This design comes from an exercise in tuning for small area, a short achievable clock period and few clock cycles on the open sky130 flow, not from production work.
Where RTL was checked, it was by simulation tests only, not by an equivalence proof against the original.
No activity file was given, so power comes from the tool's default toggle rates.

purple:
// stepper_step_pulse_generator
module stepper_step_pulse_generator #(
  parameter int PERIOD_BITS = 24
) (
  input  logic        clk,
  input  logic        rst_n,
  input  logic        in_valid,
  output logic        in_ready,
  input  logic [2:0]  in_req_type,
  input  logic [23:0] in_velocity,
  input  logic [31:0] in_step_value,
  output logic        out_valid,
  input  logic        out_ready,
  output logic        out_step_level,
  output logic        out_dir_level,
  output logic        out_enable_n,
  output logic [31:0] out_position,
  output logic        out_is_moving,
  output logic [23:0] out_period_out,
  input  logic        psel,
  input  logic        penable,
  input  logic        pwrite,
  input  logic [3:0]  paddr,
  input  logic [31:0] pwdata,
  output logic [31:0] prdata,
  output logic        pready
);
Settings: LEC_CHECK=0, CAP_MARGIN=20, CORE_MARGIN=2, CORE_UTILIZATION=40, CTS_CLUSTER_DIAMETER=100, CTS_CLUSTER_SIZE=20, SETUP_SLACK_MARGIN=4.8, SLEW_MARGIN=20; clock period 9.0 ns.
standard.sh (not shown) runs the stock make flow with config.mk's settings and CLKGATE_MAP_FILE= SYNTH_SCRIPT=/design/flow/synth_recipe.tcl, a recipe that flattens the netlist after the stock synthesis.
==> flow/flow/run.sh <==
#!/bin/bash
# The standard layout (standard.sh), with the port buffers that buffer_ports
# inserts on every input and output made the platform's smallest buffer,
# sky130_fd_sc_hd__buf_1, instead of its default choice (clkdlybuf4s50_1).
# Timing repair still resizes any port buffer on a critical path.
set -euo pipefail
export BUFFER_PORTS_ARGS="-buffer_cell sky130_fd_sc_hd__buf_1"
bash standard.sh > standard.log 2>&1
purple reached the end of the flow, and the finished layout is clean on the timing, DRC and antenna checks.
Testbench counts of purple, summed over its fixed seeds: cycles 21,559.
What red does differently from purple at the input level:
--- a/flow/design.v
+++ b/flow/design.v
@@ -258,23 +258,22 @@
       end else if (exec_cmd) begin
         fdone_r <= 1'b0;
       end
     end
   end
   logic [31:0] sum, target;
   logic        ld_tgt, eq, gt;
   logic [7:0]  pulse_dec;
   assign ld_tgt    = sv_r && run_move && azero_r && !tld_r;
-  assign sum       = pos_r + (!azero_r ? {{31{!dir_r}}, 1'b1} : tld_r ? ~tgt_r : sval_r)
-                     + {31'd0, azero_r && tld_r};
+  assign sum       = pos_r + (azero_r ? sval_r : {{31{!dir_r}}, 1'b1});
   assign target    = s_rel ? sum : sval_r;
   assign eq        = (pos_r == tgt_r);
-  assign gt        = sum[31] ^ ((pos_r[31] != tgt_r[31]) && (sum[31] != pos_r[31]));
+  assign gt        = $signed(tgt_r) > $signed(pos_r);
   assign pulse_dec = pulse_r - 8'd1;
   always_ff @(posedge clk) begin
     if (!rst_n) begin
       pos_r       <= '0;
       tgt_r       <= '0;
       tld_r       <= 1'b0;
       seek_r      <= 1'b0;
       dir_r       <= 1'b0;
       moving_r    <= 1'b0;
## What came out
Looking at placer's final routability congestion estimate, red sits 2.4% higher than purple does. Maximum single-stage delay on the critical path for red: 0.03 ns up relative to purple. | non-clock buffer count | red vs purple | 1.4% lower |. Area fraction in and, or, nand and nor cells after synthesis: red vs purple down 0.35 points. The post-route worst hold slack on red is in line with that on purple. Total length of routed wires went down by a few percent going from purple to red. On area taken by flip-flops and latches, red tracks purple almost exactly. Going from purple to red, layout clock buffer count held; largest net degree at the start of global routing dropped 16%.
Testbench counts of red, summed over its fixed seeds: cycles 21,559.

========
== garnet ==
stepper_step_pulse_generator, a different RTL version from the one above (not shown whole).
Size: roughly 2500 cells after synthesis, roughly 350 flip-flops, ~200 I/O pins, ~22000 um^2 of cells after synthesis.
// stepper_step_pulse_generator
module stepper_step_pulse_generator #(
  parameter int PERIOD_BITS = 24
) (
  input  logic        clk,
  input  logic        rst_n,
  input  logic        in_valid,
  output logic        in_ready,
  input  logic [2:0]  in_req_type,
  input  logic [23:0] in_velocity,
  input  logic [31:0] in_step_value,
  output logic        out_valid,
  input  logic        out_ready,
  output logic        out_step_level,
  output logic        out_dir_level,
  output logic        out_enable_n,
  output logic [31:0] out_position,
  output logic        out_is_moving,
  output logic [23:0] out_period_out,
  input  logic        psel,
  input  logic        penable,
  input  logic        pwrite,
  input  logic [3:0]  paddr,
  input  logic [31:0] pwdata,
  output logic [31:0] prdata,
  output logic        pready
);
clock: 9.0 ns
lec_check: 0
cap_margin: 20
core_margin: 2
core_utilization: 40
cts_cluster_diameter: 100
cts_cluster_size: 20
setup_slack_margin: 4.8
slew_margin: 20
Scripts as last shown in full above: flow/flow/run.sh
Testbench counts of garnet, summed over its fixed seeds: cycles 21,557.
> inputs changed (garnet -> nickel)
diff --git a/flow/design.v b/flow/design.v
--- a/flow/design.v
+++ b/flow/design.v
@@ -71,23 +71,23 @@
   input  logic        penable,
   input  logic        pwrite,
   input  logic [3:0]  paddr,
   input  logic [31:0] pwdata,
   output logic [31:0] prdata,
   output logic        pready
 );
   localparam logic [36:0] TWO_N = 37'h1E84800000;   
   localparam logic [36:0] K_RST = 37'd655360000;     
   logic [15:0] spr_r, minp_r;
   logic [7:0]  pw_r;
-  logic        spr_wr;
+  logic        spr_wr, kst_r;
   logic [36:0] k_r;
   logic        kbusy_r;
   logic [23:0] r_r;
   logic [24:0] q_r;
   logic [5:0]  it_r;
   logic        frun_r, ffin_r, fdone_r, ovf_r, dbit_r;
   logic [31:0] pos_r, tgt_r;
   logic        seek_r, dir_r, moving_r, en_n_r, step_r;
   logic [23:0] period_r, rem_r;
   logic [7:0]  pulse_r;
   logic        out_valid_r;
@@ -148,23 +148,23 @@
     if (exec_cmd) begin
       a_nx  = b_r + {5'd0, tick_in};
       b_nx  = '0;
       sv_nx = 1'b0;
     end else begin
       a_nx  = a_r - {5'd0, exec_tick} + {5'd0, tick_in && !sv_r};
       b_nx  = b_r + {5'd0, tick_in && sv_r};
       sv_nx = sv_r || cmd_in;
     end
   end
   logic go_nx;
-  assign go_nx = (cmd_in ? run_in : pend_r) && !(kbusy_r && it_r != 6'd0) && !spr_wr;
+  assign go_nx = (cmd_in ? run_in : pend_r) && !(kbusy_r && it_r != 6'd0) && !kst_r;
   always_ff @(posedge clk) begin
     if (!rst_n) begin
       a_r       <= '0;
       b_r       <= '0;
       sv_r      <= 1'b0;
       azero_r   <= 1'b1;
       tick_ok_r <= 1'b1;
       pend_r    <= 1'b0;
       f_start   <= 1'b0;
     end else begin
       a_r       <= a_nx;
@@ -189,53 +189,56 @@
   logic        cin, qbit, dbit_f, fast, ph_top, ph_mid;
   logic [5:0]  itk_nx;
   logic [25:0] diff;
   logic [5:0]  it_nx;
   assign dbit_f = ph_top ? k_r[24] : ph_mid ? k_r[23] : k_r[7];
   assign t_in   = f_start ? {1'b0, k_r[31:8]} : {r_r, kbusy_r ? dbit_r : dbit_f};
   assign b_op = kbusy_r ? {9'h1FF, ~spr_r} : {1'b1, sm_r};
   assign cin  = kbusy_r || sfwd_r;
   assign diff = {1'b0, t_in} + {b_op[24], b_op} + {25'd0, cin};
   assign qbit = !diff[25];
   assign fast = (k_r[36:32] == 5'd0) && !qbit;
-  assign itk_nx = spr_wr ? 6'd36 : it_r - 6'd1;
+  assign itk_nx = kst_r ? 6'd36 : it_r - 6'd1;
   always_comb begin
-    if (spr_wr)                          it_nx = 6'd36;
+    if (kst_r)                           it_nx = 6'd36;
     else if (kbusy_r)                    it_nx = it_r - 6'd1;
     else if (f_start)                    it_nx = fast ? 6'd7 : 6'd24;
     else if (frun_r)                     it_nx = it_r - 6'd1;
     else                                 it_nx = it_r;
   end
   logic [24:0] q_rnd;
   logic [15:0] lo;
   logic        sat;
   logic [23:0] newp;
   assign q_rnd = {1'b0, q_r[24:1]} + {24'd0, q_r[0]};
   assign sat   = q_rnd[24] || ovf_r || (spr_r == 16'd0);
   assign lo    = (minp_r == 16'd0) ? 16'd1 : minp_r;
   assign newp  = sat ? 24'hFFFFFF : (q_rnd[23:0] < {8'd0, lo}) ? {8'd0, lo} : q_rnd[23:0];
   always_ff @(posedge clk) begin
     if (!rst_n) begin
       kbusy_r <= 1'b0;
       frun_r  <= 1'b0;
       ffin_r  <= 1'b0;
       fdone_r <= 1'b0;
       k_r     <= K_RST;
       pready_r <= 1'b1;
+      kst_r    <= 1'b0;
     end else begin
-      pready_r <= !(spr_wr || (kbusy_r && it_r != 6'd0)) || (itk_nx == 6'd21) || (itk_nx == 6'd5);
+      kst_r    <= spr_wr;
+      pready_r <= !(spr_wr || kst_r || (kbusy_r && it_r != 6'd0)) || (itk_nx == 6'd22)
+                  || (itk_nx == 6'd6);
       dbit_r <= TWO_N[itk_nx];
       it_r   <= it_nx;
       ph_top <= (it_nx == 6'd24);
       ph_mid <= (it_nx >= 6'd8);
-      if (spr_wr) begin
+      if (kst_r) begin
         kbusy_r <= 1'b1;
         r_r     <= '0;
       end else if (kbusy_r) begin
         r_r  <= qbit ? diff[23:0] : t_in[23:0];
         k_r  <= {k_r[35:0], qbit};
         if (it_r == 6'd0) kbusy_r <= 1'b0;
       end else if (f_start) begin
         q_r    <= '0;
         ovf_r  <= 1'b0;
         r_r    <= fast ? t_in[23:0] : {12'd0, k_r[36:25]};
         frun_r <= 1'b1;
### Flow results
- Higher fraction of met3 tracks used by global routing was reported by nickel, not garnet.
- Note that the pin count of the biggest net entering global routing recorded for garnet amounts to 0.904 times the value seen in nickel.
- Of the two values seen for highest metal layer used by the detailed router, met4 was produced by garnet and met5 by nickel.
- The fraction of final layout cells with drive strength greater than 1 on nickel is in line with that on garnet.
- nickel vs. garnet: fraction of area in clock buffers and inverters did not really move, register-to-register slack went down, number of buffers outside the clock class in the layout went up, combinational share of power went up.
- Lower area growth from synthesis to layout goes to garnet over nickel.
- Total instance count after detailed placement was lower in the run labelled garnet.
- Summary of nickel over garnet: final area rose by 690 um^2; vertical die dimension climbed about 0.8%; area share of fa/ha/maj cells after synthesis has remained practically unchanged; setup slack increased 22 ps; final period demand of the worst path down 22 ps.
For nickel, only the layout was checked, not whether the RTL still works.

-- re-timing with driven ports --
Ports are ideal in the flow. The routed layouts listed here were re-timed in OpenROAD. Step 1, drivers: a clkbuf_16 drives clk and a buf_2 each remaining input, both assumed. Step 2 also shifts input and output timing later by t, the mid clock arrival at the registers, as if the neighbouring blocks saw the same clock. Three values: no drivers, after step 1, after step 2; two values: the first two.
run	t, ns	setup WS [ns]	worst hold slack (ns)	worst setup path after step 2
purple	0.611	4.711 / 4.677 / 4.371	0.476 / 0.476 / 0.476	input to register
red	0.617	4.722 / 4.684 / 4.359	0.476 / 0.476 / 0.476	input to register
garnet	0.628	4.724 / 4.685 / 4.355	0.474 / 0.474 / 0.474	input to register
nickel	0.625	4.746 / 4.707 / 4.454	0.478 / 0.478 / 0.478	input to register
After both steps setup and hold are still met in every run listed. For garnet, which loses most, drivers alone change the setup slack by -0.039 ns; drivers and shift together by -0.369 ns.
